From an optimization exercise on the open Yosys and OpenROAD flow, aimed at small area, a short achievable clock period and few clock cycles; shortcuts taken in it are not production practice. In this exercise RTL edits were held to simulation tests only and were not proved equivalent to the original. Power figures rest on the tool's default switching activity, not on a simulated workload.

**design/flow/config.mk**
```make
export PLATFORM = sky130hd
export DESIGN_NAME = matvec_top
export DESIGN_NICKNAME = matvec_top
export VERILOG_FILES = /design/flow/design.v
export SDC_FILE = /design/flow/constraint.sdc
export NUM_CORES = 4
export LEC_CHECK = 0
export CAP_MARGIN = 20
export CORE_MARGIN = 2
export CORE_UTILIZATION = 70
export CTS_CLUSTER_DIAMETER = 120
export CTS_CLUSTER_SIZE = 24
export SETUP_SLACK_MARGIN = 4.9
export SLEW_MARGIN = 20
export TNS_END_PERCENT = 0
```
**design/flow/constraint.sdc**
```tcl
create_clock -name core_clock -period 8.0 [get_ports {clk}]
set_input_delay 1.6000 -clock core_clock [delete_from_list [all_inputs] [get_ports {clk}]]
set_output_delay 1.6000 -clock core_clock [all_outputs]
set_load 0.01 [all_outputs]
```
**design/flow/design.v**
```verilog
package matvec_pkg;
    typedef logic signed [14-1:0] elem_t;
    typedef logic signed [28-1:0] acc_t;
    typedef logic [$clog2(8*8)-1:0] w_addr_t;
    typedef logic [$clog2(8)-1:0] x_addr_t;
endpackage
`timescale 1ns/1ps
module mul_csa (
    input  logic [13:0] w,
    input  logic [6:0] one,
    input  logic [6:0] two,
    input  logic [6:0] neg,
    output logic [28:0] s,
    output logic [28:0] c
);
    wire pp0_0 = ((one[0] & w[0]) | (two[0] & 1'b0)) ^ neg[0];
    wire pp0_1 = ((one[0] & w[1]) | (two[0] & w[0])) ^ neg[0];
    wire pp0_2 = ((one[0] & w[2]) | (two[0] & w[1])) ^ neg[0];
    wire pp0_3 = ((one[0] & w[3]) | (two[0] & w[2])) ^ neg[0];
    wire pp0_4 = ((one[0] & w[4]) | (two[0] & w[3])) ^ neg[0];
    wire pp0_5 = ((one[0] & w[5]) | (two[0] & w[4])) ^ neg[0];
    wire pp0_6 = ((one[0] & w[6]) | (two[0] & w[5])) ^ neg[0];
    wire pp0_7 = ((one[0] & w[7]) | (two[0] & w[6])) ^ neg[0];
    wire pp0_8 = ((one[0] & w[8]) | (two[0] & w[7])) ^ neg[0];
    wire pp0_9 = ((one[0] & w[9]) | (two[0] & w[8])) ^ neg[0];
    wire pp0_10 = ((one[0] & w[10]) | (two[0] & w[9])) ^ neg[0];
    wire pp0_11 = ((one[0] & w[11]) | (two[0] & w[10])) ^ neg[0];
    wire pp0_12 = ((one[0] & w[12]) | (two[0] & w[11])) ^ neg[0];
    wire pp0_13 = ((one[0] & w[13]) | (two[0] & w[12])) ^ neg[0];
    wire pp0_14 = ((one[0] & w[13]) | (two[0] & w[13])) ^ neg[0];
    wire pp0_15 = ~(((one[0] & w[13]) | (two[0] & w[13])) ^ neg[0]);
    wire pp1_0 = ((one[1] & w[0]) | (two[1] & 1'b0)) ^ neg[1];
    wire pp1_1 = ((one[1] & w[1]) | (two[1] & w[0])) ^ neg[1];
    wire pp1_2 = ((one[1] & w[2]) | (two[1] & w[1])) ^ neg[1];
    wire pp1_3 = ((one[1] & w[3]) | (two[1] & w[2])) ^ neg[1];
    wire pp1_4 = ((one[1] & w[4]) | (two[1] & w[3])) ^ neg[1];
    wire pp1_5 = ((one[1] & w[5]) | (two[1] & w[4])) ^ neg[1];
    wire pp1_6 = ((one[1] & w[6]) | (two[1] & w[5])) ^ neg[1];
    wire pp1_7 = ((one[1] & w[7]) | (two[1] & w[6])) ^ neg[1];
    wire pp1_8 = ((one[1] & w[8]) | (two[1] & w[7])) ^ neg[1];
    wire pp1_9 = ((one[1] & w[9]) | (two[1] & w[8])) ^ neg[1];
    wire pp1_10 = ((one[1] & w[10]) | (two[1] & w[9])) ^ neg[1];
    wire pp1_11 = ((one[1] & w[11]) | (two[1] & w[10])) ^ neg[1];
    wire pp1_12 = ((one[1] & w[12]) | (two[1] & w[11])) ^ neg[1];
    wire pp1_13 = ((one[1] & w[13]) | (two[1] & w[12])) ^ neg[1];
    wire pp1_14 = ((one[1] & w[13]) | (two[1] & w[13])) ^ neg[1];
    wire pp1_15 = ~(((one[1] & w[13]) | (two[1] & w[13])) ^ neg[1]);
    wire pp2_0 = ((one[2] & w[0]) | (two[2] & 1'b0)) ^ neg[2];
    wire pp2_1 = ((one[2] & w[1]) | (two[2] & w[0])) ^ neg[2];
    wire pp2_2 = ((one[2] & w[2]) | (two[2] & w[1])) ^ neg[2];
    wire pp2_3 = ((one[2] & w[3]) | (two[2] & w[2])) ^ neg[2];
    wire pp2_4 = ((one[2] & w[4]) | (two[2] & w[3])) ^ neg[2];
    wire pp2_5 = ((one[2] & w[5]) | (two[2] & w[4])) ^ neg[2];
    wire pp2_6 = ((one[2] & w[6]) | (two[2] & w[5])) ^ neg[2];
    wire pp2_7 = ((one[2] & w[7]) | (two[2] & w[6])) ^ neg[2];
    wire pp2_8 = ((one[2] & w[8]) | (two[2] & w[7])) ^ neg[2];
    wire pp2_9 = ((one[2] & w[9]) | (two[2] & w[8])) ^ neg[2];
    wire pp2_10 = ((one[2] & w[10]) | (two[2] & w[9])) ^ neg[2];
    wire pp2_11 = ((one[2] & w[11]) | (two[2] & w[10])) ^ neg[2];
    wire pp2_12 = ((one[2] & w[12]) | (two[2] & w[11])) ^ neg[2];
    wire pp2_13 = ((one[2] & w[13]) | (two[2] & w[12])) ^ neg[2];
    wire pp2_14 = ((one[2] & w[13]) | (two[2] & w[13])) ^ neg[2];
    wire pp2_15 = ~(((one[2] & w[13]) | (two[2] & w[13])) ^ neg[2]);
    wire pp3_0 = ((one[3] & w[0]) | (two[3] & 1'b0)) ^ neg[3];
    wire pp3_1 = ((one[3] & w[1]) | (two[3] & w[0])) ^ neg[3];
    wire pp3_2 = ((one[3] & w[2]) | (two[3] & w[1])) ^ neg[3];
    wire pp3_3 = ((one[3] & w[3]) | (two[3] & w[2])) ^ neg[3];
    wire pp3_4 = ((one[3] & w[4]) | (two[3] & w[3])) ^ neg[3];
    wire pp3_5 = ((one[3] & w[5]) | (two[3] & w[4])) ^ neg[3];
    wire pp3_6 = ((one[3] & w[6]) | (two[3] & w[5])) ^ neg[3];
    wire pp3_7 = ((one[3] & w[7]) | (two[3] & w[6])) ^ neg[3];
    wire pp3_8 = ((one[3] & w[8]) | (two[3] & w[7])) ^ neg[3];
    wire pp3_9 = ((one[3] & w[9]) | (two[3] & w[8])) ^ neg[3];
    wire pp3_10 = ((one[3] & w[10]) | (two[3] & w[9])) ^ neg[3];
    wire pp3_11 = ((one[3] & w[11]) | (two[3] & w[10])) ^ neg[3];
    wire pp3_12 = ((one[3] & w[12]) | (two[3] & w[11])) ^ neg[3];
    wire pp3_13 = ((one[3] & w[13]) | (two[3] & w[12])) ^ neg[3];
    wire pp3_14 = ((one[3] & w[13]) | (two[3] & w[13])) ^ neg[3];
    wire pp3_15 = ~(((one[3] & w[13]) | (two[3] & w[13])) ^ neg[3]);
    wire pp4_0 = ((one[4] & w[0]) | (two[4] & 1'b0)) ^ neg[4];
    wire pp4_1 = ((one[4] & w[1]) | (two[4] & w[0])) ^ neg[4];
    wire pp4_2 = ((one[4] & w[2]) | (two[4] & w[1])) ^ neg[4];
    wire pp4_3 = ((one[4] & w[3]) | (two[4] & w[2])) ^ neg[4];
    wire pp4_4 = ((one[4] & w[4]) | (two[4] & w[3])) ^ neg[4];
    wire pp4_5 = ((one[4] & w[5]) | (two[4] & w[4])) ^ neg[4];
    wire pp4_6 = ((one[4] & w[6]) | (two[4] & w[5])) ^ neg[4];
    wire pp4_7 = ((one[4] & w[7]) | (two[4] & w[6])) ^ neg[4];
    wire pp4_8 = ((one[4] & w[8]) | (two[4] & w[7])) ^ neg[4];
    wire pp4_9 = ((one[4] & w[9]) | (two[4] & w[8])) ^ neg[4];
    wire pp4_10 = ((one[4] & w[10]) | (two[4] & w[9])) ^ neg[4];
    wire pp4_11 = ((one[4] & w[11]) | (two[4] & w[10])) ^ neg[4];
    wire pp4_12 = ((one[4] & w[12]) | (two[4] & w[11])) ^ neg[4];
    wire pp4_13 = ((one[4] & w[13]) | (two[4] & w[12])) ^ neg[4];
    wire pp4_14 = ((one[4] & w[13]) | (two[4] & w[13])) ^ neg[4];
    wire pp4_15 = ~(((one[4] & w[13]) | (two[4] & w[13])) ^ neg[4]);
    wire pp5_0 = ((one[5] & w[0]) | (two[5] & 1'b0)) ^ neg[5];
    wire pp5_1 = ((one[5] & w[1]) | (two[5] & w[0])) ^ neg[5];
    wire pp5_2 = ((one[5] & w[2]) | (two[5] & w[1])) ^ neg[5];
    wire pp5_3 = ((one[5] & w[3]) | (two[5] & w[2])) ^ neg[5];
    wire pp5_4 = ((one[5] & w[4]) | (two[5] & w[3])) ^ neg[5];
    wire pp5_5 = ((one[5] & w[5]) | (two[5] & w[4])) ^ neg[5];
    wire pp5_6 = ((one[5] & w[6]) | (two[5] & w[5])) ^ neg[5];
    wire pp5_7 = ((one[5] & w[7]) | (two[5] & w[6])) ^ neg[5];
    wire pp5_8 = ((one[5] & w[8]) | (two[5] & w[7])) ^ neg[5];
    wire pp5_9 = ((one[5] & w[9]) | (two[5] & w[8])) ^ neg[5];
    wire pp5_10 = ((one[5] & w[10]) | (two[5] & w[9])) ^ neg[5];
    wire pp5_11 = ((one[5] & w[11]) | (two[5] & w[10])) ^ neg[5];
    wire pp5_12 = ((one[5] & w[12]) | (two[5] & w[11])) ^ neg[5];
    wire pp5_13 = ((one[5] & w[13]) | (two[5] & w[12])) ^ neg[5];
    wire pp5_14 = ((one[5] & w[13]) | (two[5] & w[13])) ^ neg[5];
    wire pp5_15 = ~(((one[5] & w[13]) | (two[5] & w[13])) ^ neg[5]);
    wire pp6_0 = ((one[6] & w[0]) | (two[6] & 1'b0)) ^ neg[6];
    wire pp6_1 = ((one[6] & w[1]) | (two[6] & w[0])) ^ neg[6];
    wire pp6_2 = ((one[6] & w[2]) | (two[6] & w[1])) ^ neg[6];
    wire pp6_3 = ((one[6] & w[3]) | (two[6] & w[2])) ^ neg[6];
    wire pp6_4 = ((one[6] & w[4]) | (two[6] & w[3])) ^ neg[6];
    wire pp6_5 = ((one[6] & w[5]) | (two[6] & w[4])) ^ neg[6];
    wire pp6_6 = ((one[6] & w[6]) | (two[6] & w[5])) ^ neg[6];
    wire pp6_7 = ((one[6] & w[7]) | (two[6] & w[6])) ^ neg[6];
    wire pp6_8 = ((one[6] & w[8]) | (two[6] & w[7])) ^ neg[6];
    wire pp6_9 = ((one[6] & w[9]) | (two[6] & w[8])) ^ neg[6];
    wire pp6_10 = ((one[6] & w[10]) | (two[6] & w[9])) ^ neg[6];
    wire pp6_11 = ((one[6] & w[11]) | (two[6] & w[10])) ^ neg[6];
    wire pp6_12 = ((one[6] & w[12]) | (two[6] & w[11])) ^ neg[6];
    wire pp6_13 = ((one[6] & w[13]) | (two[6] & w[12])) ^ neg[6];
    wire pp6_14 = ((one[6] & w[13]) | (two[6] & w[13])) ^ neg[6];
    wire pp6_15 = ~(((one[6] & w[13]) | (two[6] & w[13])) ^ neg[6]);
    wire s1 = pp0_10 ^ pp1_8;
    wire c2 = pp0_10 & pp1_8;
    wire s3 = pp0_11 ^ pp1_9;
    wire c4 = pp0_11 & pp1_9;
    wire s5 = pp0_12 ^ pp1_10 ^ pp2_8;
    wire c6 = (pp0_12 & pp1_10) | (pp2_8 & (pp0_12 ^ pp1_10));
    wire s7 = pp3_6 ^ pp4_4;
    wire c8 = pp3_6 & pp4_4;
    wire s9 = pp0_13 ^ pp1_11 ^ pp2_9;
    wire c10 = (pp0_13 & pp1_11) | (pp2_9 & (pp0_13 ^ pp1_11));
    wire s11 = pp3_7 ^ pp4_5;
    wire c12 = pp3_7 & pp4_5;
    wire s13 = pp0_14 ^ pp1_12 ^ pp2_10;
    wire c14 = (pp0_14 & pp1_12) | (pp2_10 & (pp0_14 ^ pp1_12));
    wire s15 = pp3_8 ^ pp4_6;
    wire c16 = pp3_8 & pp4_6;
    wire s17 = pp0_15 ^ pp1_13 ^ pp2_11;
    wire c18 = (pp0_15 & pp1_13) | (pp2_11 & (pp0_15 ^ pp1_13));
    wire s19 = pp3_9 ^ pp4_7 ^ pp5_5;
    wire c20 = (pp3_9 & pp4_7) | (pp5_5 & (pp3_9 ^ pp4_7));
    wire s21 = pp1_14 ^ pp2_12 ^ pp3_10;
    wire c22 = (pp1_14 & pp2_12) | (pp3_10 & (pp1_14 ^ pp2_12));
    wire s23 = pp4_8 ^ pp5_6;
    wire c24 = pp4_8 & pp5_6;
    wire s25 = pp1_15 ^ pp2_13 ^ pp3_11;
    wire c26 = (pp1_15 & pp2_13) | (pp3_11 & (pp1_15 ^ pp2_13));
    wire s27 = pp2_14 ^ pp3_12;
    wire c28 = pp2_14 & pp3_12;
    wire s29 = pp0_6 ^ pp1_4;
    wire c30 = pp0_6 & pp1_4;
    wire s31 = pp0_7 ^ pp1_5;
    wire c32 = pp0_7 & pp1_5;
    wire s33 = pp0_8 ^ pp1_6 ^ pp2_4;
    wire c34 = (pp0_8 & pp1_6) | (pp2_4 & (pp0_8 ^ pp1_6));
    wire s35 = pp3_2 ^ pp4_0;
    wire c36 = pp3_2 & pp4_0;
    wire s37 = pp0_9 ^ pp1_7 ^ pp2_5;
    wire c38 = (pp0_9 & pp1_7) | (pp2_5 & (pp0_9 ^ pp1_7));
    wire s39 = pp3_3 ^ pp4_1;
    wire c40 = pp3_3 & pp4_1;
    wire s41 = pp2_6 ^ pp3_4 ^ pp4_2;
    wire c42 = (pp2_6 & pp3_4) | (pp4_2 & (pp2_6 ^ pp3_4));
    wire s43 = pp5_0 ^ neg[5] ^ s1;
    wire c44 = (pp5_0 & neg[5]) | (s1 & (pp5_0 ^ neg[5]));
    wire s45 = pp2_7 ^ pp3_5 ^ pp4_3;
    wire c46 = (pp2_7 & pp3_5) | (pp4_3 & (pp2_7 ^ pp3_5));
    wire s47 = pp5_1 ^ s3 ^ c2;
    wire c48 = (pp5_1 & s3) | (c2 & (pp5_1 ^ s3));
    wire s49 = pp5_2 ^ pp6_0 ^ neg[6];
    wire c50 = (pp5_2 & pp6_0) | (neg[6] & (pp5_2 ^ pp6_0));
    wire s51 = s5 ^ s7 ^ c4;
    wire c52 = (s5 & s7) | (c4 & (s5 ^ s7));
    wire s53 = pp5_3 ^ pp6_1 ^ s9;
    wire c54 = (pp5_3 & pp6_1) | (s9 & (pp5_3 ^ pp6_1));
    wire s55 = s11 ^ c6 ^ c8;
    wire c56 = (s11 & c6) | (c8 & (s11 ^ c6));
    wire s57 = pp5_4 ^ pp6_2 ^ s13;
    wire c58 = (pp5_4 & pp6_2) | (s13 & (pp5_4 ^ pp6_2));
    wire s59 = s15 ^ c10 ^ c12;
    wire c60 = (s15 & c10) | (c12 & (s15 ^ c10));
    wire s61 = pp6_3 ^ 1'b1 ^ s17;
    wire c62 = (pp6_3 & 1'b1) | (s17 & (pp6_3 ^ 1'b1));
    wire s63 = s19 ^ c14 ^ c16;
    wire c64 = (s19 & c14) | (c16 & (s19 ^ c14));
    wire s65 = pp6_4 ^ 1'b1 ^ s21;
    wire c66 = (pp6_4 & 1'b1) | (s21 & (pp6_4 ^ 1'b1));
    wire s67 = s23 ^ c18 ^ c20;
    wire c68 = (s23 & c18) | (c20 & (s23 ^ c18));
    wire s69 = pp4_9 ^ pp5_7 ^ pp6_5;
    wire c70 = (pp4_9 & pp5_7) | (pp6_5 & (pp4_9 ^ pp5_7));
    wire s71 = s25 ^ c22 ^ c24;
    wire c72 = (s25 & c22) | (c24 & (s25 ^ c22));
    wire s73 = pp4_10 ^ pp5_8 ^ pp6_6;
    wire c74 = (pp4_10 & pp5_8) | (pp6_6 & (pp4_10 ^ pp5_8));
    wire s75 = 1'b1 ^ s27 ^ c26;
    wire c76 = (1'b1 & s27) | (c26 & (1'b1 ^ s27));
    wire s77 = pp2_15 ^ pp3_13 ^ pp4_11;
    wire c78 = (pp2_15 & pp3_13) | (pp4_11 & (pp2_15 ^ pp3_13));
    wire s79 = pp5_9 ^ pp6_7 ^ c28;
    wire c80 = (pp5_9 & pp6_7) | (c28 & (pp5_9 ^ pp6_7));
    wire s81 = pp3_14 ^ pp4_12 ^ pp5_10;
    wire c82 = (pp3_14 & pp4_12) | (pp5_10 & (pp3_14 ^ pp4_12));
    wire s83 = pp6_8 ^ 1'b1;
    wire c84 = pp6_8 & 1'b1;
    wire s85 = pp3_15 ^ pp4_13 ^ pp5_11;
    wire c86 = (pp3_15 & pp4_13) | (pp5_11 & (pp3_15 ^ pp4_13));
    wire s87 = pp4_14 ^ pp5_12;
    wire c88 = pp4_14 & pp5_12;
    wire s89 = pp0_4 ^ pp1_2;
    wire c90 = pp0_4 & pp1_2;
    wire s91 = pp0_5 ^ pp1_3;
    wire c92 = pp0_5 & pp1_3;
    wire s93 = pp2_2 ^ pp3_0 ^ neg[3];
    wire c94 = (pp2_2 & pp3_0) | (neg[3] & (pp2_2 ^ pp3_0));
    wire s95 = pp2_3 ^ pp3_1 ^ s31;
    wire c96 = (pp2_3 & pp3_1) | (s31 & (pp2_3 ^ pp3_1));
    wire s97 = neg[4] ^ s33 ^ s35;
    wire c98 = (neg[4] & s33) | (s35 & (neg[4] ^ s33));
    wire s99 = s37 ^ s39 ^ c34;
    wire c100 = (s37 & s39) | (c34 & (s37 ^ s39));
    wire s101 = s41 ^ s43 ^ c38;
    wire c102 = (s41 & s43) | (c38 & (s41 ^ s43));
    wire s103 = s45 ^ s47 ^ c42;
    wire c104 = (s45 & s47) | (c42 & (s45 ^ s47));
    wire s105 = s49 ^ s51 ^ c46;
    wire c106 = (s49 & s51) | (c46 & (s49 ^ s51));
    wire s107 = s53 ^ s55 ^ c50;
    wire c108 = (s53 & s55) | (c50 & (s53 ^ s55));
    wire s109 = s57 ^ s59 ^ c54;
    wire c110 = (s57 & s59) | (c54 & (s57 ^ s59));
    wire s111 = s61 ^ s63 ^ c58;
    wire c112 = (s61 & s63) | (c58 & (s61 ^ s63));
    wire s113 = s65 ^ s67 ^ c62;
    wire c114 = (s65 & s67) | (c62 & (s65 ^ s67));
    wire s115 = s69 ^ s71 ^ c66;
    wire c116 = (s69 & s71) | (c66 & (s69 ^ s71));
    wire s117 = s73 ^ s75 ^ c70;
    wire c118 = (s73 & s75) | (c70 & (s73 ^ s75));
    wire s119 = s77 ^ s79 ^ c74;
    wire c120 = (s77 & s79) | (c74 & (s77 ^ s79));
    wire s121 = s81 ^ s83 ^ c78;
    wire c122 = (s81 & s83) | (c78 & (s81 ^ s83));
    wire s123 = pp6_9 ^ s85 ^ c82;
    wire c124 = (pp6_9 & s85) | (c82 & (pp6_9 ^ s85));
    wire s125 = pp6_10 ^ 1'b1 ^ s87;
    wire c126 = (pp6_10 & 1'b1) | (s87 & (pp6_10 ^ 1'b1));
    wire s127 = pp4_15 ^ pp5_13 ^ pp6_11;
    wire c128 = (pp4_15 & pp5_13) | (pp6_11 & (pp4_15 ^ pp5_13));
    wire s129 = pp5_14 ^ pp6_12;
    wire c130 = pp5_14 & pp6_12;
    wire s131 = pp0_2 ^ pp1_0;
    wire c132 = pp0_2 & pp1_0;
    wire s133 = pp0_3 ^ pp1_1;
    wire c134 = pp0_3 & pp1_1;
    wire s135 = pp2_0 ^ neg[2] ^ s89;
    wire c136 = (pp2_0 & neg[2]) | (s89 & (pp2_0 ^ neg[2]));
    wire s137 = pp2_1 ^ s91 ^ c90;
    wire c138 = (pp2_1 & s91) | (c90 & (pp2_1 ^ s91));
    wire s139 = s29 ^ s93 ^ c92;
    wire c140 = (s29 & s93) | (c92 & (s29 ^ s93));
    wire s141 = c30 ^ s95 ^ c94;
    wire c142 = (c30 & s95) | (c94 & (c30 ^ s95));
    wire s143 = c32 ^ s97 ^ c96;
    wire c144 = (c32 & s97) | (c96 & (c32 ^ s97));
    wire s145 = c36 ^ s99 ^ c98;
    wire c146 = (c36 & s99) | (c98 & (c36 ^ s99));
    wire s147 = c40 ^ s101 ^ c100;
    wire c148 = (c40 & s101) | (c100 & (c40 ^ s101));
    wire s149 = c44 ^ s103 ^ c102;
    wire c150 = (c44 & s103) | (c102 & (c44 ^ s103));
    wire s151 = c48 ^ s105 ^ c104;
    wire c152 = (c48 & s105) | (c104 & (c48 ^ s105));
    wire s153 = c52 ^ s107 ^ c106;
    wire c154 = (c52 & s107) | (c106 & (c52 ^ s107));
    wire s155 = c56 ^ s109 ^ c108;
    wire c156 = (c56 & s109) | (c108 & (c56 ^ s109));
    wire s157 = c60 ^ s111 ^ c110;
    wire c158 = (c60 & s111) | (c110 & (c60 ^ s111));
    wire s159 = c64 ^ s113 ^ c112;
    wire c160 = (c64 & s113) | (c112 & (c64 ^ s113));
    wire s161 = c68 ^ s115 ^ c114;
    wire c162 = (c68 & s115) | (c114 & (c68 ^ s115));
    wire s163 = c72 ^ s117 ^ c116;
    wire c164 = (c72 & s117) | (c116 & (c72 ^ s117));
    wire s165 = c76 ^ s119 ^ c118;
    wire c166 = (c76 & s119) | (c118 & (c76 ^ s119));
    wire s167 = c80 ^ s121 ^ c120;
    wire c168 = (c80 & s121) | (c120 & (c80 ^ s121));
    wire s169 = c84 ^ s123 ^ c122;
    wire c170 = (c84 & s123) | (c122 & (c84 ^ s123));
    wire s171 = c86 ^ s125 ^ c124;
    wire c172 = (c86 & s125) | (c124 & (c86 ^ s125));
    wire s173 = c88 ^ s127 ^ c126;
    wire c174 = (c88 & s127) | (c126 & (c88 ^ s127));
    wire s175 = 1'b1 ^ s129 ^ c128;
    wire c176 = (1'b1 & s129) | (c128 & (1'b1 ^ s129));
    wire s177 = pp5_15 ^ pp6_13 ^ c130;
    wire c178 = (pp5_15 & pp6_13) | (c130 & (pp5_15 ^ pp6_13));
    wire s179 = pp6_14 ^ 1'b1;
    wire c180 = pp6_14 & 1'b1;
    assign s = {1'b1, pp6_15, s179, s177, s175, s173, s171, s169, s167, s165, s163, s161, s159, s157, s155, s153, s151, s149, s147, s145, s143, s141, s139, s137, s135, s133, neg[1], pp0_1, pp0_0};
    assign c = {1'b0, c180, c178, c176, c174, c172, c170, c168, c166, c164, c162, c160, c158, c156, c154, c152, c150, c148, c146, c144, c142, c140, c138, c136, c134, c132, s131, 1'b0, neg[0]};
endmodule
`timescale 1ns/1ps
module add_sk #(
    parameter int W = 29
) (
    input  logic [W-1:0] a,
    input  logic [W-1:0] b,
    output logic [W-1:0] y
);
    localparam int L = $clog2(W);
    logic [L:0][W-1:0] g;
    logic [L:0][W-1:0] p;
    always_comb begin
        g[0] = a & b;
        p[0] = a ^ b;
        for (int l = 0; l < L; l++) begin
            for (int i = 0; i < W; i++) begin
                if (((i >> l) & 1) == 1) begin
                    g[l+1][i] = g[l][i] | (p[l][i] & g[l][((i >> l) << l) - 1]);
                    p[l+1][i] = p[l][i] & p[l][((i >> l) << l) - 1];
                end else begin
                    g[l+1][i] = g[l][i];
                    p[l+1][i] = p[l][i];
                end
            end
        end
    end
    assign y = p[0] ^ {g[L][W-2:0], 1'b0};
endmodule
`timescale 1ns/1ps
module matvec_top (
    input  logic               clk,
    input  logic               reset,
    input  logic               input_valid,
    output logic               input_ready,
    input  matvec_pkg::elem_t  input_data,
    input  logic               new_matrix,
    output logic               output_valid,
    input  logic               output_ready,
    output matvec_pkg::acc_t   output_data
);
    localparam int N  = 8;
    localparam int IW = 14;
    localparam int AW = 28;
    localparam int D  = 12;             
    localparam logic [AW-1:0] ACC_MAX = {1'b0, {(AW-1){1'b1}}};
    localparam logic [AW-1:0] ACC_MIN = {1'b1, {(AW-1){1'b0}}};
    logic [2:0] ph;        
    logic [2:0] col;       
    logic [2:0] row;       
    logic [1:0] mode;      
    logic [4:0] owed;      
    logic       accept;
    logic       x_word;
    logic       mat_word;
    logic       last_x;
    logic [2:0] ph_n, col_n, row_n;
    logic [1:0] mode_n;
    logic [4:0] owed_n;
    logic       ready_q;
    assign x_word   = (mode == 2'd2) || ((mode == 2'd0) && !new_matrix);
    assign mat_word = (mode == 2'd1) || ((mode == 2'd0) && new_matrix);
    assign input_ready = ready_q;
    assign accept = input_valid && ready_q && !reset;
    assign last_x = accept && (mode == 2'd2) && (col == 3'd7);
    always_comb begin
        ph_n   = ph + 3'd1;
        col_n  = col;
        row_n  = row;
        mode_n = mode;
        if (accept) begin
            col_n = col + 3'd1;
            case (mode)
                2'd0: mode_n = new_matrix ? 2'd1 : 2'd2;
                2'd1: begin
                    if (col == 3'd7) begin
                        row_n = row + 3'd1;
                        if (row == 3'd7) mode_n = 2'd2;
                    end
                end
                default: begin
                    if (col == 3'd7) mode_n = 2'd0;
                end
            endcase
        end
        if (reset) begin
            ph_n   = '0;
            col_n  = '0;
            row_n  = '0;
            mode_n = 2'd0;
        end
    end
    always_ff @(posedge clk) begin
        ph      <= ph_n;
        col     <= col_n;
        row     <= row_n;
        mode    <= mode_n;
        ready_q <= (ph_n == col_n) &&
                   !((mode_n == 2'd2) && (col_n == 3'd7) && (owed_n > 5'(D - N)));
    end
    logic [N-1:0][N-1:0][IW-1:0] ring;
    for (genvar r = 0; r < N; r++) begin : g_ring
        always_ff @(posedge clk) begin
            for (int k = 0; k < N - 1; k++) ring[r][k] <= ring[r][k+1];
            if (accept && mat_word && (row == 3'(r))) ring[r][N-1] <= input_data;
            else                                      ring[r][N-1] <= ring[r][0];
        end
    end
    logic [N-1:0][6:0] xone, xtwo, xneg;
    logic [N+1:0]      fl;      
    logic [N+1:0]      ll;      
    logic [IW:0]       xb;
    logic [6:0]        one_in, two_in, neg_in;
    assign xb = {input_data, 1'b0};
    for (genvar i = 0; i < 7; i++) begin : g_rec
        assign one_in[i] = xb[2*i+1] ^ xb[2*i];
        assign two_in[i] = (xb[2*i+2] & ~xb[2*i+1] & ~xb[2*i]) |
                           (~xb[2*i+2] & xb[2*i+1] & xb[2*i]);
        assign neg_in[i] = xb[2*i+2];
    end
    always_ff @(posedge clk) begin
        xone[0] <= (accept && x_word) ? one_in : '0;
        xtwo[0] <= (accept && x_word) ? two_in : '0;
        xneg[0] <= (accept && x_word) ? neg_in : '0;
        for (int k = 1; k < N; k++) begin
            xone[k] <= xone[k-1];
            xtwo[k] <= xtwo[k-1];
            xneg[k] <= xneg[k-1];
        end
    end
    always_ff @(posedge clk) begin
        if (reset) begin
            fl <= '0;
            ll <= '0;
        end else begin
            fl <= {fl[N:0], accept && x_word && (col == 3'd0)};
            ll <= {ll[N:0], last_x};
        end
    end
    logic [N-1:0][AW-1:0] acc;
    logic [N-1:0][AW-1:0] push_terms;
    for (genvar r = 0; r < N; r++) begin : g_row
        logic [IW-1:0] w;
        logic [AW:0]   s, c, t_q, u_q;
        logic [AW:0]   a, hs, hc, sum;
        assign w = ring[r][N-1-r];
        mul_csa u_mul (
            .w   (w),
            .one (xone[r]),
            .two (xtwo[r]),
            .neg (xneg[r]),
            .s (s),
            .c (c)
        );
        assign a  = fl[r+1] ? '0 : {acc[r][AW-1], acc[r]};
        assign hs = a ^ t_q;
        assign hc = (u_q | (a & t_q)) << 1;
        add_sk #(.W(AW + 1)) u_add (
            .a (hs),
            .b (hc),
            .y (sum)
        );
        always_ff @(posedge clk) begin
            t_q <= s ^ c;
            u_q <= s & c;
            if (sum[AW] != sum[AW-1]) acc[r] <= sum[AW] ? ACC_MIN : ACC_MAX;
            else                      acc[r] <= sum[AW-1:0];
        end
        assign push_terms[r] = ll[r+2] ? acc[r] : '0;
    end
    localparam int NE = D - 1;
    logic [NE-1:0][AW-1:0] fe;
    logic [NE-1:0]         wp, rp;      
    logic [3:0]            n;           
    logic                  ov;
    logic [AW-1:0]         oq;
    logic                  push, pop, load, take;
    logic [AW-1:0]         din, head, nextval;
    always_comb begin
        din = '0;
        for (int r = 0; r < N; r++) din = din | push_terms[r];
        head = '0;
        for (int i = 0; i < NE; i++) head = head | (rp[i] ? fe[i] : '0);
    end
    logic       avail;
    logic [3:0] n_keep, n_take;
    logic [4:0] owed_keep, owed_pop;
    assign push      = |ll[N+1:2];
    assign avail     = (n != 4'd0) || push;
    assign load      = !ov || output_ready;
    assign pop       = ov && output_ready;
    assign take      = load && avail;
    assign nextval   = (n != 4'd0) ? head : din;
    assign owed_n    = reset ? 5'd0 : (pop ? owed_pop : owed_keep);
    assign n_keep    = n + 4'(push);
    assign n_take    = n_keep - 4'd1;
    assign owed_keep = owed + (last_x ? 5'd8 : 5'd0);
    assign owed_pop  = owed_keep - 5'd1;
    always_ff @(posedge clk) begin
        for (int i = 0; i < NE; i++) begin
            if (push && wp[i]) fe[i] <= din;
        end
        if (load) oq <= nextval;
    end
    always_ff @(posedge clk) begin
        if (reset) begin
            wp   <= NE'(1);
            rp   <= NE'(1);
            n    <= '0;
            ov   <= 1'b0;
            owed <= '0;
        end else begin
            if (push) wp <= {wp[NE-2:0], wp[NE-1]};
            if (take) rp <= {rp[NE-2:0], rp[NE-1]};
            n    <= take ? n_take : n_keep;
            ov   <= avail || (ov && !output_ready);
            owed <= owed_n;
        end
    end
    assign output_valid = ov;
    assign output_data  = oq;
endmodule
```
**design/flow/run.sh**
```bash
#!/bin/bash
# synth_recipe.tcl (not shown) runs the flow's synth.tcl, then flattens the netlist and writes it again
# the make line also repeats each setting of config.mk as NAME=value (left out here)
make -C /OpenROAD-flow-scripts/flow DESIGN_CONFIG=/design/flow/config.mk WORK_HOME=/design/flow/orfs CLKGATE_MAP_FILE= SYNTH_SCRIPT=/design/flow/synth_recipe.tcl finish
```
==> summary.txt, run 1 <==
Worst setup path
  – CP arrival: between 4 and 5 ns
  – Crit. End Element: flop
  – Crit Path Category: flop to flop
  – Critical-path cell list: buf_12, nor2b_1, ha_1, ha_1, a21o_1, nand4_1, a31oi_1, a2111o_1, a221oi_4, a211o_4, mux2i_4, buf_12, o21ai_0
  – CP max-delay cell: a2111o_1
  – CP Max Fanout: 7
  – Critical path data required time: 8.64 ns
  – CP startpoint kind: flop
  – Largest stage delay, worst path: between 0.4 and 0.5 ns

Clock tree
  – CTS tree: done
  – Inserted Clock Buffers: just under 100
  – Clk sinks: 2111
  – Max Root-Sink Buffers: 3
  – H-tree depth: 3
  – CTS Root Cell: clkbuf_16
  – Clock latency on the worst-skew pair: 0.80 ns
  – Hold bufs inserted after CTS: 0
  – Clock-pin slew on the worst setup and hold paths: approximately 0.11 ns

Routing
  – Drt total wl: 269 mm
  – Via count: 65600
  – Top Layer Used: met5
  – Routed Antenna Nets: 0
  – WL met2: between 100 and 150 mm
  – DRT iter0 DRCs: approximately 7400
  – WL met1: ~100 mm
  – First-pass DRT Iterations: 7
  – Mean number of vias per cell: approximately 6.3
  – Post-route DRC violation count: 0
  – Routed length per instance: 26.0 microns
  – Met3 wire length: ~30 mm

Layout
  – Layout Nets: between 9000 and 10000
  – Fillers: between 8000 and 9000
  – Area delta synth->final: 8.64%
  – Fraction of layout cells with a size suffix above 1: 0.137
  – Util after Layout: 0.769
  – Post-route design area: roughly 110000 sq um

Yosys
  – Top cell type's share of synthesized area: 0.359
  – Netlist Area Pre-Place: between 90000 and 100000 sq um
  – Yosys cell types: 75
  – Post-synthesis area per instance: 11.6 sq um
  – Share of the yosys chip area belonging to registers: 0.461
  – Synth Register Bits: 2111
  – Synth area leader: dfxtp_1
  – Ys flop type: dfxtp_1
  – Ys async rst share: 0
  – Cell count after synthesis: about 8500
  – Top cells by area, synth: dfxtp_1, fa_1, ha_1, edfxtp_1, a22oi_1
  – Yosys warnings: 2
  – Post-synth top cells: dfxtp_1, a22oi_1, ha_1
  – Post-synth EDFFs: approximately 340
  – Top-count cell post-synth: dfxtp_1
  – Synthesized Nets: about 10000

Timing
  – Final Cycle Share: 0.443
  – Final Hold Viols: 0
  – Final Skew: 0.0486 ns
  – RSZ-0062 raised after global routing: true
  – Setup WS post-layout: about 4.5 ns
  – Tightest Pin Transition: 1.18 ns
  – Slew margin rel.: 0.213
  – Sum of negative setup slack: 0 ns
  – Fmax: between 0.2 and 0.3 GHz
  – Final setup violating endpoints: 0
  – Fin. max-slew vios: 0
  – Min Tclk post-route: between 3 and 4 ns

Power
  – Sw Pwr: roughly 0.011 W
  – Logic pwr share: 0.374
  – Sequential power share: 0.440
  – Clk network pwr share: 0.186
  – Max VDD drop: between 0.2 and 0.3 mV
  – Pwr dens: between 200 and 300 nW/um^2
  – Switching share of power: 0.353
  – Design internal power: between 0.015 and 0.02 W
  – Pleak: around 44 nW

Floorplanning
  – # rows: between 100 and 150
  – Die Y: 380 microns
  – Die area: approximately 140000 sq um
  – Starting Density: 0.708
  – Core ar.: roughly 140000 sq um
  – I/O pin cnt: 49
  – Die Wd: ~380 microns

GRT
  – Largest net degree at the start of global routing: 60
  – GRT overflow: 0
  – Global-route wire length before repair: a little over 400 mm
  – Gr usage total: 0.370
  – Vias in the first global route: between 60000 and 70000
  – Initial antenna violation count: 26

Place
  – Dpl hpwl: around 180 mm
  – Placer Congestion: 1.02
  – Post-Place Worst Slack: between 3 and 4 ns
  – Dpl cell area: just over 100000 sq um
  – # port buffers: 48

Outcome
  – Status: timing/DRC/antenna clean

Run
  – Max Cap Viol: 0

Min path
  – Worst hold path type: flop to flop
==> cell type report <==
cell class | instances | area, sq um | area share
antenna | 13 | 32.5 | 0.000302
timing repair buffer | 311 | 3170 | 0.0295
clock inverter | 10 | 189 | 0.00176
clock buffer | 117 | 2520 | 0.0235
sequential | 2111 | 46300 | 0.431
tap | 1876 | 2350 | 0.0218
inverter | 669 | 2510 | 0.0233
multi-input combinational | 5247 | 50500 | 0.469
==> what timing repair did <==
item	CTS	global route
pin swaps	72	51
gates resized for setup	567	89
cloned	27	3
endpoints found under the setup margin	618	595
buffers inserted	142	20
==> placed cells by master, fill, tap and decap left out, types with 17 or more instances in the layout <==
cell type        instances
clkbuf_1                19
o21ai_1                 37
a222oi_1                29
o21ai_0                238
buf_6                   21
a21oi_1                107
nand4_1                 49
o21a_1                  25
or2_2                  202
and3_1                  42
nor3_1                  24
nand2b_1                18
nand3_1                 25
nand2_1                163
a22o_1                  27
ha_1                   774
nor2b_1                254
or2_4                   17
clkdlybuf4s50_1         40
clkbuf_16              100
xor2_1                 448
buf_12                  30
a21oi_2                 25
dfxtp_4                160
a31oi_1                 48
ha_4                    43
buf_4                  196
fa_1                   528
a221oi_1                31
dfxtp_2                 70
mux2_2                 128
xnor2_1                562
inv_1                  669
dfxtp_1               1545
edfxtp_1               336
a22oi_1                894
and2_1                  23
a21o_1                  49
nor2_1                 158
mux2i_1                 20
==> registers in the layout, summed over array words and instances, names as in the netlist, 5 cells and up <==
| register | cells |
|---|---|
| fe | 308 |
| g_row.u_q | 208 |
| acc | 224 |
| owed | 5 |
| ring | 896 |
| xone | 56 |
| g_row.t_q | 216 |
| oq | 28 |
| fl | 9 |
| xtwo | 56 |
| xneg | 56 |
| ll | 10 |
| wp | 11 |
| rp | 11 |
==> metrics by stage <==
stage	hold slack, ns	instances	power [W]
floorplan	0.310	8514	0.0197
global placement	0.310	10000	0.0221
detailed placement	0.312	10000	0.0224
CTS	0.309	10300	0.0293
global route	0.313	10300	0.0316
finish	0.307	10400	0.0300
==> layer usage <==
layer / vias to the layer above / GRT usage
li1: 29000 / -
met2: 3641 / 0.573
met1: 32100 / 0.482
met5: - / 0
met3: 802 / 0.101
met4: 4 / 0.179
==> path summary, 6_finish.rpt <==
| path | startpoint | to | slack (ns) | cells past startpoint |
|---|---|---|---|---|
| worst max-delay path | fl[3] | acc[56] | 4.46 | 13 |
| worst min register to register | ring[312] | ring[298] | 0.31 | 0 |
| worst min-delay path | ring[312] | ring[298] | 0.31 | 0 |
| worst max register to register | fl[3] | acc[56] | 4.46 | 13 |
==> kinds of logic after synthesis <==
| kind of cell | synth area share |
|---|---|
| AOI/OAI and AO/OA | 0.118 |
| xor gates and xnor gates | 0.0894 |
| adders and majority gates | 0.212 |
| buffers and inverters | 0.0447 |
| DFF | 0.461 |
| muxes | 0.0172 |
| and+or+nand+nor | 0.0582 |
==> power by group through the flow <==
stage	Clock, W	Combinational [W]	Sequential (W)
after floorplan	0	0.00719	0.0125
after global placement	0	0.00874	0.0134
after detailed placement	0	0.00905	0.0134
after CTS	0.00564	0.0105	0.0131
after global routing	0.00598	0.0124	0.0132
final	0.00559	0.0112	0.0132
==> worst max-delay path: cells and delay by family, from the launching register on <==
family / cells / cell delay, ns
simple gates: 2 / 0.28
flops: 1 / 0.40
buf+inv: 2 / 0.31
mux: 1 / 0.36
fa+ha+maj: 2 / 0.62
compound gates: 6 / 1.45
Testbench counts, summed over its fixed seeds: cycles 5,464.
==> run 2: changes to the inputs <==
--- a/design/flow/design.v
+++ b/design/flow/design.v
@@ -336,6 +336,33 @@
     end
     assign y = p[0] ^ {g[L][W-2:0], 1'b0};
 endmodule
+module add_ks #(
+    parameter int W = 29
+) (
+    input  logic [W-1:0] a,
+    input  logic [W-1:0] b,
+    output logic [W-1:0] y
+);
+    localparam int L = $clog2(W);
+    logic [L:0][W-1:0] g;
+    logic [L:0][W-1:0] p;
+    always_comb begin
+        g[0] = a & b;
+        p[0] = a ^ b;
+        for (int l = 0; l < L; l++) begin
+            for (int i = 0; i < W; i++) begin
+                if (i >= (1 << l)) begin
+                    g[l+1][i] = g[l][i] | (p[l][i] & g[l][i - (1 << l)]);
+                    p[l+1][i] = p[l][i] & p[l][i - (1 << l)];
+                end else begin
+                    g[l+1][i] = g[l][i];
+                    p[l+1][i] = p[l][i];
+                end
+            end
+        end
+    end
+    assign y = p[0] ^ {g[L][W-2:0], 1'b0};
+endmodule
 `timescale 1ns/1ps
 module matvec_top (
     input  logic               clk,
@@ -461,9 +488,9 @@
             .s (s),
             .c (c)
         );
-        assign a  = fl[r+1] ? '0 : {acc[r][AW-1], acc[r]};
-        assign hs = a ^ t_q;
-        assign hc = (u_q | (a & t_q)) << 1;
+        assign a  = {acc[r][AW-1], acc[r]};
+        assign hs = fl[r+1] ? t_q : (a ^ t_q);
+        assign hc = (u_q | (a & t_q & {(AW+1){!fl[r+1]}})) << 1;
         add_sk #(.W(AW + 1)) u_add (
             .a (hs),
             .b (hc),
--- a/design/flow/config.mk
+++ b/design/flow/config.mk
@@ -7,9 +7,8 @@
 export LEC_CHECK = 0
 export CAP_MARGIN = 20
 export CORE_MARGIN = 2
-export CORE_UTILIZATION = 70
-export CTS_CLUSTER_DIAMETER = 120
+export CORE_UTILIZATION = 75
+export CTS_CLUSTER_DIAMETER = 150
 export CTS_CLUSTER_SIZE = 24
-export SETUP_SLACK_MARGIN = 4.9
+export SETUP_SLACK_MARGIN = 4.7
 export SLEW_MARGIN = 20
-export TNS_END_PERCENT = 0
==> summary.txt, run 2 <==
Outcome
  – Status: timing/DRC/antenna clean (unchanged)

Routing
  – Routed Antenna Nets: 0 (unchanged)
  – Mean number of vias per cell: 6.89 (was 6.33)
  – First-pass DRT Iterations: 10 (was 7)
  – Drt total wl: 325 mm (was 269 mm)
  – Routed length per instance: 30.3 microns (was 26.0 microns)
  – Via count: 73800 (was 65600)
  – DRT iter0 DRCs: 10100 (was 7438)
  – Post-route DRC violation count: 0 (unchanged)

Yosys
  – Share of the yosys chip area belonging to registers: 0.454 (was 0.461)
  – Ys async rst share: 0 (unchanged)
  – Post-synth top cells: dfxtp_1, a22oi_1, ha_1 (unchanged)
  – Post-synthesis area per instance: 11.8 sq um (was 11.6 sq um)
  – Top cell type's share of synthesized area: 0.353 (was 0.359)
  – Synth Register Bits: 2111 (unchanged)
  – Ys flop type: dfxtp_1 (unchanged)
  – Synthesized Nets: 9912 (was 9890)
  – Top-count cell post-synth: dfxtp_1 (unchanged)
  – Netlist Area Pre-Place: 101000 sq um (was 99000 sq um)
  – Yosys cell types: 72 (was 75)
  – Cell count after synthesis: 8536 (was 8514)
  – Top cells by area, synth: dfxtp_1, fa_1, ha_1, edfxtp_1, a22oi_1 (unchanged)
  – Post-synth EDFFs: 336 (unchanged)
  – Yosys warnings: 2 (unchanged)
  – Synth area leader: dfxtp_1 (unchanged)

GRT
  – Vias in the first global route: 70700 (was 66300)
  – Initial antenna violation count: 37 (was 26)
  – GRT overflow: 0 (unchanged)
  – Gr usage total: 0.424 (was 0.370)
  – Largest net degree at the start of global routing: 60 (unchanged)
  – Global-route wire length before repair: 435 mm (was 406 mm)

Worst setup path
  – Crit. End Element: flop (unchanged)
  – Critical path data required time: 8.69 ns (was 8.64 ns)
  – CP arrival: 4.56 ns (was 4.18 ns)
  – CP Max Fanout: 9 (was 7)
  – Crit Path Category: flop to flop (unchanged)
  – R2R cell count: 9 (was 13)
  – R2R setup slack: 4.13 ns (was 4.46 ns)
  – Reg2reg end: g_row[5].t_q[17] (was acc[56])
  – CP startpoint kind: flop (unchanged)
  – R2r startpoint: ring[596] (was fl[3])

Timing
  – Final Skew: 0.0420 ns (was 0.0486 ns)
  – RSZ-0062 raised after global routing: true (unchanged)
  – Final Hold Viols: 0 (unchanged)
  – Slew margin rel.: 0.128 (was 0.213)
  – Final Cycle Share: 0.484 (was 0.443)
  – Tightest Pin Transition: 1.30 ns (was 1.18 ns)
  – Fmax: 0.258 GHz (was 0.282 GHz)
  – Final setup violating endpoints: 0 (unchanged)
  – Fin. max-slew vios: 0 (unchanged)
  – Min Tclk post-route: 3.87 ns (was 3.54 ns)
  – Setup WS post-layout: 4.13 ns (was 4.46 ns)
  – Sum of negative setup slack: 0 ns (unchanged)

Power
  – Max VDD drop: 0.331 mV (was 0.266 mV)
  – Sequential power share: 0.429 (was 0.440)
  – Sw Pwr: 0.0111 W (was 0.0106 W)
  – Clk network pwr share: 0.183 (was 0.186)
  – Design internal power: 0.0195 W (was 0.0194 W)
  – Logic pwr share: 0.388 (was 0.374)
  – Switching share of power: 0.363 (was 0.353)
  – Pleak: 48.3 nW (was 44.1 nW)
  – Pwr dens: 268 nW/um^2 (was 279 nW/um^2)

Layout
  – Area delta synth->final: 14.0% (was 8.64%)
  – Multi-input gate area: 53700 sq um (was 50500 sq um)
  – Biggest regs: ring (896), fe (308), acc (224) (unchanged)
  – Storage cell area: 46500 sq um (was 46300 sq um)
  – Commonest cells after routing, fill and taps aside: dfxtp_1, ha_1, a22oi_1, inv_1, buf_4 (was dfxtp_1, a22oi_1, ha_1, inv_1, xnor2_1)
  – Layout Nets: 10300 (was 9814)
  – Fraction of layout cells with a size suffix above 1: 0.229 (was 0.137)
  – Fillers: 6274 (was 8913)
  – Register with the most flip-flops: ring (unchanged)
  – Leading cell type in the layout, fill and taps excluded: dfxtp_1 (unchanged)
  – Max reg flops: 896 (unchanged)
  – Non-Filler Instances: 10700 (was 10400)

Clock tree
  – H-tree depth: 3 (unchanged)
  – Clk sinks: 2111 (unchanged)
  – CTS tree: done (unchanged)
  – Max Root-Sink Buffers: 3 (unchanged)
  – Clock latency on the worst-skew pair: 0.80 ns (about the same)
  – Hold bufs inserted after CTS: 0 (unchanged)
  – CTS Root Cell: clkbuf_16 (unchanged)
  – Clock-pin slew on the worst setup and hold paths: 0.10 ns (was 0.11 ns)
  – Inserted Clock Buffers: 97 (was 98)

Min path
  – Hold path cells: 0 (unchanged)
  – Worst hold path type: flop to flop (unchanged)
  – Hold Crit Start: ring[819] (was ring[312])
  – Worst Hold End: ring[805] (was ring[298])

Floorplanning
  – I/O pin cnt: 49 (unchanged)
  – Die area: 137000 sq um (was 144000 sq um)
  – Die Y: 370 microns (was 380 microns)
  – Starting Density: 0.754 (was 0.708)
  – Core ar.: 133000 sq um (was 140000 sq um)
  – Die Wd: 370 microns (was 380 microns)
  – # rows: 134 (was 137)

Place
  – Placer Congestion: 0.973 (was 1.02)
  – Dpl hpwl: 187 mm (was 181 mm)
  – Placed cell count: 9933 (was 10000)
  – Post-Place Worst Slack: 3.20 ns (was 3.43 ns)
  – # port buffers: 48 (unchanged)

Run
  – Max Cap Viol: 0 (unchanged)
-- run 2: cell families (layout without fill, tap and decap cells) --
family,count (synthesis),in the layout,synth area share
AOI/OAI and AO/OA,1881,1882,0.133
xor gates and xnor gates,1014,1014,0.0883
adders and majority gates,1357,1357,0.208
buffers and inverters,1201,1549,0.0457
DFF,2111,2111,0.454
muxes,375,389,0.0418
other,0,36,0
and+or+nand+nor,597,604,0.0291
-- run 2: layout make-up --
class / instances / share of cell area
diodes: 36 / 0.000786
clock buffers: 119 / 0.0221
clock inverters: 5 / 0.000644
inverters: 674 / 0.0228
multi-input cells: 5246 / 0.469
flip-flops and latches: 2111 / 0.406
well taps: 1768 / 0.0193
repair buffers: 749 / 0.0600
repair inverters: 2 / 0.000175
-- run 2: what timing repair did --
item	in CTS	in global routing
endpoints found under the setup margin	535	446
pin swaps	124	376
gates resized for setup	733	722
cloned	23	15
buffers inserted	314	265
-- run 2: worst max-delay path, stage by stage (launching register included) --
cell and delay (ns):
dfxtp_4 0.37, buf_6 0.16, buf_4 0.18, a22oi_1 0.22, xor2_1 0.79, fa_1 0.62
fa_2 0.64, inv_2 0.05, fa_2 0.56, ha_4 0.20
-- run 2: how the worst max path moves through the flow --
| stage | startpoint | to |
|---|---|---|
| after global placement | output_ready | n[3] |
| after detailed placement | fl[8] | acc[199] |
| final | ring[596] | g_row[5].t_q[17] |
| after floorplan | fl[5] | acc[135] |
| after CTS | ring[597] | g_row[5].t_q[15] |
| after global routing | ring[596] | g_row[5].t_q[17] |
-- run 2: power by group through the flow --
stage | Combinational, W | Sequential, W | Clock [W]
4_1_cts | 0.00997 | 0.0130 | 0.00553
3_3_place_gp | 0.00855 | 0.0133 | 0
3_5_place_dp | 0.00895 | 0.0133 | 0
6_report | 0.0119 | 0.0131 | 0.00563
2_1_floorplan | 0.00710 | 0.0125 | 0
5_1_grt | 0.0129 | 0.0131 | 0.00594
-- run 2: routing by layer --
layer / global-route usage / part of all wire / up-vias
met2: 0.650 / 0.44 / 5722
met1: 0.519 / 0.34 / 35600
met5: 0 / 0.0012 / -
li1: - / - / 30400
met4: 0.295 / 0.096 / 34
met3: 0.123 / 0.13 / 1947
-- run 2: through the flow --
stage	hold WS (ns)	total power (W)	instance area, sq um	util
floorplan	0.310	0.0196	101000	-
global placement	0.310	0.0219	102000	0.766
detailed placement	0.312	0.0223	102000	0.766
CTS	0.305	0.0285	110000	0.822
global route	0.315	0.0319	115000	0.860
finish	0.313	0.0307	115000	0.860
Testbench counts of run 2, summed over its fixed seeds: cycles 5,464.
==> run 3: changes to the inputs <==
--- a/design/flow/design.v
+++ b/design/flow/design.v
@@ -336,33 +336,6 @@
     end
     assign y = p[0] ^ {g[L][W-2:0], 1'b0};
 endmodule
-module add_ks #(
-    parameter int W = 29
-) (
-    input  logic [W-1:0] a,
-    input  logic [W-1:0] b,
-    output logic [W-1:0] y
-);
-    localparam int L = $clog2(W);
-    logic [L:0][W-1:0] g;
-    logic [L:0][W-1:0] p;
-    always_comb begin
-        g[0] = a & b;
-        p[0] = a ^ b;
-        for (int l = 0; l < L; l++) begin
-            for (int i = 0; i < W; i++) begin
-                if (i >= (1 << l)) begin
-                    g[l+1][i] = g[l][i] | (p[l][i] & g[l][i - (1 << l)]);
-                    p[l+1][i] = p[l][i] & p[l][i - (1 << l)];
-                end else begin
-                    g[l+1][i] = g[l][i];
-                    p[l+1][i] = p[l][i];
-                end
-            end
-        end
-    end
-    assign y = p[0] ^ {g[L][W-2:0], 1'b0};
-endmodule
 `timescale 1ns/1ps
 module matvec_top (
     input  logic               clk,
@@ -474,6 +447,8 @@
         end
     end
     logic [N-1:0][AW-1:0] acc;
+    logic [N-1:0]         sat_q;       
+    logic [N-1:0]         sgn_q;       
     logic [N-1:0][AW-1:0] push_terms;
     for (genvar r = 0; r < N; r++) begin : g_row
         logic [IW-1:0] w;
@@ -488,9 +463,11 @@
             .s (s),
             .c (c)
         );
-        assign a  = {acc[r][AW-1], acc[r]};
-        assign hs = fl[r+1] ? t_q : (a ^ t_q);
-        assign hc = (u_q | (a & t_q & {(AW+1){!fl[r+1]}})) << 1;
+        logic [AW-1:0] eff;
+        assign eff = sat_q[r] ? (sgn_q[r] ? ACC_MIN : ACC_MAX) : acc[r];
+        assign a   = fl[r+1] ? '0 : {eff[AW-1], eff};
+        assign hs = a ^ t_q;
+        assign hc = (u_q | (a & t_q)) << 1;
         add_sk #(.W(AW + 1)) u_add (
             .a (hs),
             .b (hc),
@@ -499,10 +476,11 @@
         always_ff @(posedge clk) begin
             t_q <= s ^ c;
             u_q <= s & c;
-            if (sum[AW] != sum[AW-1]) acc[r] <= sum[AW] ? ACC_MIN : ACC_MAX;
-            else                      acc[r] <= sum[AW-1:0];
+            acc[r]   <= sum[AW-1:0];
+            sat_q[r] <= sum[AW] != sum[AW-1];
+            sgn_q[r] <= sum[AW];
         end
-        assign push_terms[r] = ll[r+2] ? acc[r] : '0;
+        assign push_terms[r] = ll[r+2] ? eff : '0;
     end
     localparam int NE = D - 1;
     logic [NE-1:0][AW-1:0] fe;
--- a/design/flow/config.mk
+++ b/design/flow/config.mk
@@ -7,8 +7,8 @@
 export LEC_CHECK = 0
 export CAP_MARGIN = 20
 export CORE_MARGIN = 2
-export CORE_UTILIZATION = 75
-export CTS_CLUSTER_DIAMETER = 150
+export CORE_UTILIZATION = 70
+export CTS_CLUSTER_DIAMETER = 120
 export CTS_CLUSTER_SIZE = 24
-export SETUP_SLACK_MARGIN = 4.7
+export SETUP_SLACK_MARGIN = 4.5
 export SLEW_MARGIN = 20
==> summary.txt, run 3 <==
Power
  – Clk network pwr share: 0.165 (was 0.183)
  – Pleak: 46.8 nW (was 48.3 nW)
  – Design internal power: 0.0214 W (was 0.0195 W)
  – Pwr dens: 310 nW/um^2 (was 268 nW/um^2)
  – Sw Pwr: 0.0127 W (was 0.0111 W)
  – Logic pwr share: 0.453 (was 0.388)
  – Max VDD drop: 0.298 mV (was 0.331 mV)
  – Switching share of power: 0.373 (was 0.363)
  – Sequential power share: 0.383 (was 0.429)

Yosys
  – Cell count after synthesis: 8811 (was 8536)
  – Top cell type's share of synthesized area: 0.357 (was 0.353)
  – Post-synth top cells: dfxtp_1, inv_1, ha_1 (was dfxtp_1, a22oi_1, ha_1)
  – Ys async rst share: 0 (unchanged)
  – Synth area leader: dfxtp_1 (unchanged)
  – Share of the yosys chip area belonging to registers: 0.458 (was 0.454)
  – Ys flop type: dfxtp_1 (unchanged)
  – Netlist Area Pre-Place: 100000 sq um (was 101000 sq um)
  – Post-synth EDFFs: 336 (unchanged)
  – Top cells by area, synth: dfxtp_1, fa_1, ha_1, edfxtp_1, a22oi_1 (unchanged)
  – Top-count cell post-synth: dfxtp_1 (unchanged)
  – Yosys cell types: 82 (was 72)
  – Yosys warnings: 2 (unchanged)
  – Synth Register Bits: 2127 (was 2111)
  – Synthesized Nets: 10200 (was 9912)
  – Post-synthesis area per instance: 11.4 sq um (was 11.8 sq um)

Place
  – Post-Place Worst Slack: 2.71 ns (was 3.20 ns)
  – # port buffers: 48 (unchanged)
  – Dpl hpwl: 191 mm (was 187 mm)
  – Placer Congestion: 1.01 (was 0.973)

Timing
  – Fin. max-slew vios: 0 (unchanged)
  – Final Hold Viols: 0 (unchanged)
  – Final setup violating endpoints: 0 (unchanged)
  – Sum of negative setup slack: 0 ns (unchanged)
  – Fmax: 0.280 GHz (was 0.258 GHz)
  – Slew margin rel.: 0.184 (was 0.128)
  – RSZ-0062 raised after global routing: true (unchanged)
  – Final Skew: 0.0377 ns (was 0.0420 ns)
  – Setup WS post-layout: 4.43 ns (was 4.13 ns)
  – Tightest Pin Transition: 1.21 ns (was 1.30 ns)
  – Min Tclk post-route: 3.57 ns (was 3.87 ns)
  – Final Cycle Share: 0.447 (was 0.484)

Worst setup path
  – CP startpoint kind: flop (unchanged)
  – R2r startpoint: sat_q[6] (was ring[596])
  – Crit. End Element: flop (unchanged)
  – Critical Path Start: sat_q[6] (was ring[596])
  – CP Max Fanout: 7 (was 9)
  – CP arrival: 4.24 ns (was 4.56 ns)
  – Crit Path Category: flop to flop (unchanged)
  – Critical path data required time: 8.67 ns (was 8.69 ns)

Min path
  – Hold Crit Start: ring[630] (was ring[819])
  – Worst hold path type: flop to flop (unchanged)

Floorplanning
  – Die Wd: 383 microns (was 370 microns)
  – Core ar.: 142000 sq um (was 133000 sq um)
  – # rows: 138 (was 134)
  – I/O pin cnt: 49 (unchanged)
  – Starting Density: 0.707 (was 0.754)
  – Die Y: 383 microns (was 370 microns)
  – Die area: 146000 sq um (was 137000 sq um)

Routing
  – Via count: 67400 (was 73800)
  – Mean number of vias per cell: 6.26 (was 6.89)
  – Drt total wl: 279 mm (was 325 mm)
  – First-pass DRT Iterations: 6 (was 10)
  – Routed length per instance: 25.9 microns (was 30.3 microns)
  – DRT iter0 DRCs: 6766 (was 10100)
  – Post-route DRC violation count: 0 (unchanged)
  – Routed Antenna Nets: 0 (unchanged)

Layout
  – Leading cell type in the layout, fill and taps excluded: dfxtp_1 (unchanged)
  – Register with the most flip-flops: ring (unchanged)
  – Commonest cells after routing, fill and taps aside: dfxtp_1, inv_1, a22oi_1, ha_1, xnor2_1 (was dfxtp_1, ha_1, a22oi_1, inv_1, buf_4)
  – Max reg flops: 896 (unchanged)
  – Fraction of layout cells with a size suffix above 1: 0.154 (was 0.229)
  – Util after Layout: 0.775 (was 0.860)
  – Layout Nets: 10200 (was 10300)
  – Biggest regs: ring (896), fe (308), acc (224) (unchanged)
  – Area delta synth->final: 9.53% (was 14.0%)

Clock tree
  – CTS Root Cell: clkbuf_16 (unchanged)
  – Clock latency on the worst-skew pair: 0.78 ns (was 0.80 ns)
  – Inserted Clock Buffers: 98 (was 97)
  – CTS tree: done (unchanged)
  – Clk sinks: 2127 (was 2111)
  – H-tree depth: 3 (unchanged)
  – Hold bufs inserted after CTS: 0 (unchanged)
  – Max Root-Sink Buffers: 3 (unchanged)
  – Clock-pin slew on the worst setup and hold paths: 0.10 ns (about the same)

GRT
  – Global-route wire length before repair: 411 mm (was 435 mm)
  – Largest net degree at the start of global routing: 64 (was 60)
  – Gr usage total: 0.372 (was 0.424)
  – Initial antenna violation count: 22 (was 37)
  – Vias in the first global route: 67600 (was 70700)
  – GRT overflow: 0 (unchanged)

Outcome
  – Status: timing/DRC/antenna clean (unchanged)

Run
  – Max Cap Viol: 0 (unchanged)
-- run 3: area by class of cell --
type	count	area [sq um]
timing repair buffer	406	3580
antenna	26	65.1
clock inverter	7	123
clock buffer	119	2560
multi-input combinational	5291	51200
fill	9078	32000
inverter	903	3390
tap	1890	2360
sequential	2127	46600
-- run 3: logic make-up (layout without fill, tap and decap cells) --
logic type / after synthesis / in the layout / synth area share
simple gates: 1063 / 1077 / 0.0561
buf+inv: 1407 / 1435 / 0.0528
mux: 160 / 160 / 0.0177
flops: 2127 / 2127 / 0.458
compound gates: 1684 / 1684 / 0.119
fa+ha+maj: 1357 / 1357 / 0.209
other cells: 0 / 26 / 0
xor+xnor: 1013 / 1013 / 0.0884
-- run 3: critical path: stages, from the launching register on --
cell,delay [ns]
dfxtp_4,0.40
buf_4,0.17
nand2b_4,0.10
buf_4,0.12
o21ai_1,0.07
nor2b_2,0.16
ha_2,0.20
or2_4,0.25
ha_4,0.28
nand2_2,0.07
or3_4,0.38
nor3_4,0.34
nor3_4,0.08
buf_4,0.17
buf_6,0.12
o31ai_4,0.32
a21oi_2,0.11
xnor2_1,0.13
-- run 3: what timing repair did --
item | 4_1_cts | 5_1_grt
buffers inserted | 48 | 189
setup endpoints to repair | 653 | 345
pin swaps | 19 | 101
resized for setup | 432 | 538
gates cloned | 11 | 7
endpoints found under the hold margin | 0 | 0
-- run 3: power by group through the flow --
stage | clock [W] | combinational, W | sequential, W
2_1_floorplan | 0 | 0.00927 | 0.0128
3_3_place_gp | 0 | 0.0122 | 0.0133
3_5_place_dp | 0 | 0.0125 | 0.0133
4_1_cts | 0.00565 | 0.0132 | 0.0130
5_1_grt | 0.00601 | 0.0169 | 0.0131
6_report | 0.00561 | 0.0154 | 0.0130
-- run 3: path summary, 6_finish.rpt --
kind / endpoint / slack (ns) / cells past startpoint
hold reg to reg: ring[616] / 0.31 / 0
setup reg to reg: acc[194] / 4.43 / 17
setup / recovery: acc[194] / 4.43 / 17
hold / removal: ring[616] / 0.31 / 0
-- run 3: metal layers --
layer  routed length, microns  up-vias  track usage
met3                    26800      805       0.0856
met4                    16900       16        0.204
met1                   107000    33300        0.474
met5                      103        -            0
met2                   128000     3434        0.589
li1                         -    29800            -
-- run 3: stage by stage --
| stage | instance area, sq um | power (W) | std cells | hold slack [ns] |
|---|---|---|---|---|
| 2_1_floorplan | 100000 | 0.0221 | 8811 | 0.310 |
| 3_3_place_gp | 102000 | 0.0254 | 10400 | 0.309 |
| 3_5_place_dp | 102000 | 0.0258 | 10400 | 0.312 |
| 4_1_cts | 106000 | 0.0319 | 10500 | 0.323 |
| 5_1_grt | 110000 | 0.0360 | 10800 | 0.326 |
| 6_report | 110000 | 0.0340 | 10800 | 0.313 |
Testbench counts of run 3, summed over its fixed seeds: cycles 5,464.
==> run 4: changes to the inputs <==
--- a/design/flow/config.mk
+++ b/design/flow/config.mk
@@ -10,5 +10,5 @@
 export CORE_UTILIZATION = 70
 export CTS_CLUSTER_DIAMETER = 120
 export CTS_CLUSTER_SIZE = 24
-export SETUP_SLACK_MARGIN = 4.5
+export SETUP_SLACK_MARGIN = 4.3
 export SLEW_MARGIN = 20
==> summary.txt, run 4 <==
Layout
  – Commonest cells after routing, fill and taps aside: dfxtp_1, inv_1, ha_1, a22oi_1, xnor2_1 (was dfxtp_1, inv_1, a22oi_1, ha_1, xnor2_1)
  – Area delta synth->final: 6.08% (was 9.53%)

Routing
  – Met3 wire length: 24.4 mm (was 26.8 mm)
  – First-pass DRT Iterations: 8 (was 6)
  – Via count: 66200 (was 67400)
  – Top Layer Used: met5 (unchanged)
  – WL met2: 125 mm (was 128 mm)
  – WL met1: 108 mm (was 107 mm)

Place
  – Dpl hpwl: 191 mm (about the same)
  – Dpl cell area: 102000 sq um (about the same)

Yosys
  – Synth area leader: dfxtp_1 (unchanged)
  – Top cells by area, synth: dfxtp_1, fa_1, ha_1, edfxtp_1, a22oi_1 (unchanged)
  – Ys async rst share: 0 (unchanged)
  – Netlist Area Pre-Place: 100000 sq um (unchanged)
  – Post-synthesis area per instance: 11.4 sq um (unchanged)
  – Top cell type's share of synthesized area: 0.357 (unchanged)
  – Yosys cell types: 82 (unchanged)
  – Post-synth EDFFs: 336 (unchanged)
  – Yosys warnings: 2 (unchanged)

GRT
  – Gr usage total: 0.370 (was 0.372)
  – Vias in the first global route: 67000 (was 67600)
  – Largest net degree at the start of global routing: 59 (was 64)
  – Global-route wire length before repair: 409 mm (was 411 mm)
  – Initial antenna violation count: 30 (was 22)

Floorplanning
  – I/O pin cnt: 49 (unchanged)
  – Die Wd: 383 microns (unchanged)
  – Core ar.: 142000 sq um (unchanged)
  – Die Y: 383 microns (unchanged)
  – Starting Density: 0.707 (unchanged)

Timing
  – Slew margin rel.: 0.257 (was 0.184)
  – RSZ-0062 raised after global routing: true (unchanged)
  – Fmax: 0.273 GHz (was 0.280 GHz)
  – Sum of negative setup slack: 0 ns (unchanged)
  – Min Tclk post-route: 3.67 ns (was 3.57 ns)
  – Final Cycle Share: 0.459 (was 0.447)
  – Final setup violating endpoints: 0 (unchanged)

Power
  – Sequential power share: 0.404 (was 0.383)
  – Clk network pwr share: 0.174 (was 0.165)
  – Max VDD drop: 0.340 mV (was 0.298 mV)
  – Switching share of power: 0.372 (was 0.373)

Min path
  – Worst hold path type: flop to flop (unchanged)
  – Hold path cells: 0 (unchanged)

Worst setup path
  – Crit. End Element: flop (unchanged)
  – Critical path data required time: 8.66 ns (was 8.67 ns)

Outcome
  – Status: timing/DRC/antenna clean (unchanged)

Clock tree
  – Clock latency on the worst-skew pair: 0.77 ns (was 0.78 ns)
  – CTS Root Cell: clkbuf_16 (unchanged)
  – Clock-pin slew on the worst setup and hold paths: 0.10 ns (about the same)
  – Inserted Clock Buffers: 99 (was 98)
run 4: cell count changes in the layout (fill, tap and decap cells not counted), moves of 14 or more:
| cell | previous run | this run |
|---|---|---|
| ha_4 | 45 | 5 |
| o21ai_0 | 178 | 236 |
| dfxtp_4 | 167 | 16 |
| buf_4 | 298 | 149 |
| o21ai_2 | 72 | 39 |
| a21oi_1 | 88 | 121 |
| ha_2 | 21 | 3 |
| buf_6 | 28 | 7 |
| dfxtp_1 | 1579 | 1603 |
| dfxtp_2 | 45 | 172 |
| o21ai_1 | 71 | 57 |
| a21oi_2 | 40 | 9 |
| ha_1 | 763 | 821 |
run 4: repair_timing:
item,in CTS,in global routing
setup endpoints to repair,395,222
gates cloned,6,8
resized for setup,226,206
setup buffers,5,39
pin swaps,5,20
run 4: logic make-up after synthesis:
family	count (synthesis)	share of synthesized area
flip-flops	2127	0.458
buffers and inverters	1407	0.0528
adder cells (fa/ha/maj)	1357	0.209
AND/OR/NAND/NOR	1063	0.0561
AO/OA/AOI/OAI	1684	0.119
XOR/XNOR	1013	0.0884
multiplexers	160	0.0177
run 4: cell type report:
type,count,area share
multi-input cells,5290,0.469
well taps,1890,0.0222
clock buffers,118,0.0241
inverters,903,0.0318
flip-flops and latches,2127,0.434
clock inverters,7,0.00141
repair buffers,213,0.0171
diodes,15,0.000353
run 4: worst paths after layout:
path | slack [ns] | start | endpoint
worst max-delay path | 4.33 | sat_q[6] | sgn_q[6]
worst min-delay path | 0.31 | ring[712] | ring[698]
worst max register to register | 4.33 | sat_q[6] | sgn_q[6]
worst min register to register | 0.31 | ring[712] | ring[698]
run 4: worst max-delay path, cell delays in order (launching register included):
cell	delay, ns
dfxtp_4	0.42
buf_4	0.20
nand2b_4	0.13
o21ai_0	0.26
nor2b_1	0.24
ha_1	0.21
or2_2	0.32
ha_1	0.28
nand2_1	0.07
or3_1	0.41
nor3_4	0.25
nor3_2	0.11
nor3_1	0.34
a2111oi_4	0.09
o21ba_2	0.21
run 4: routing by layer:
layer  vias to the layer above  track usage
li1                      29500            -
met1                     32600        0.479
met2                      3350        0.592
met3                       773       0.0720
met4                        26        0.194
met5                         -            0
run 4: per-stage QoR:
stage | total power, W | setup WS (ns) | std cells
floorplan | 0.0221 | 4.30 | 8811
global placement | 0.0254 | 2.93 | 10400
detailed placement | 0.0258 | 2.90 | 10400
CTS | 0.0316 | 4.17 | 10500
global route | 0.0343 | 4.13 | 10500
finish | 0.0324 | 4.33 | 10600
run 4: power groups by stage:
stage | registers (W) | logic [W] | clock network (W)
floorplan | 0.0128 | 0.00927 | 0
global placement | 0.0132 | 0.0122 | 0
detailed placement | 0.0133 | 0.0125 | 0
CTS | 0.0131 | 0.0129 | 0.00569
global route | 0.0132 | 0.0151 | 0.00604
finish | 0.0131 | 0.0137 | 0.00562

==> port drivers added, routing unchanged <==
The flow's constraints put no driver on any port. The routed layouts listed below were extracted and timed again, unchanged, in two steps. Step 1 assumes that a clkbuf_16 drives the clock port and a buf_2 every other input. Step 2, shift: input delay + t, output delay - t, t = (earliest + latest rising clock arrival at the registers) / 2. This alone moves slack from input paths to output paths. Three values: ideal ports, drivers, drivers and shift; two values: the first two.
| run | t, ns | setup WS [ns] |
|---|---|---|
| run 1 | 0.861 | 4.459 / 4.459 / 3.840 |
| run 2 | 0.873 | 4.126 / 4.126 / 3.847 |
| run 3 | 0.843 | 4.425 / 4.425 / 3.767 |
| run 4 | 0.840 | 4.330 / 4.270 / 3.656 |
After both steps every run listed still meets setup and hold.
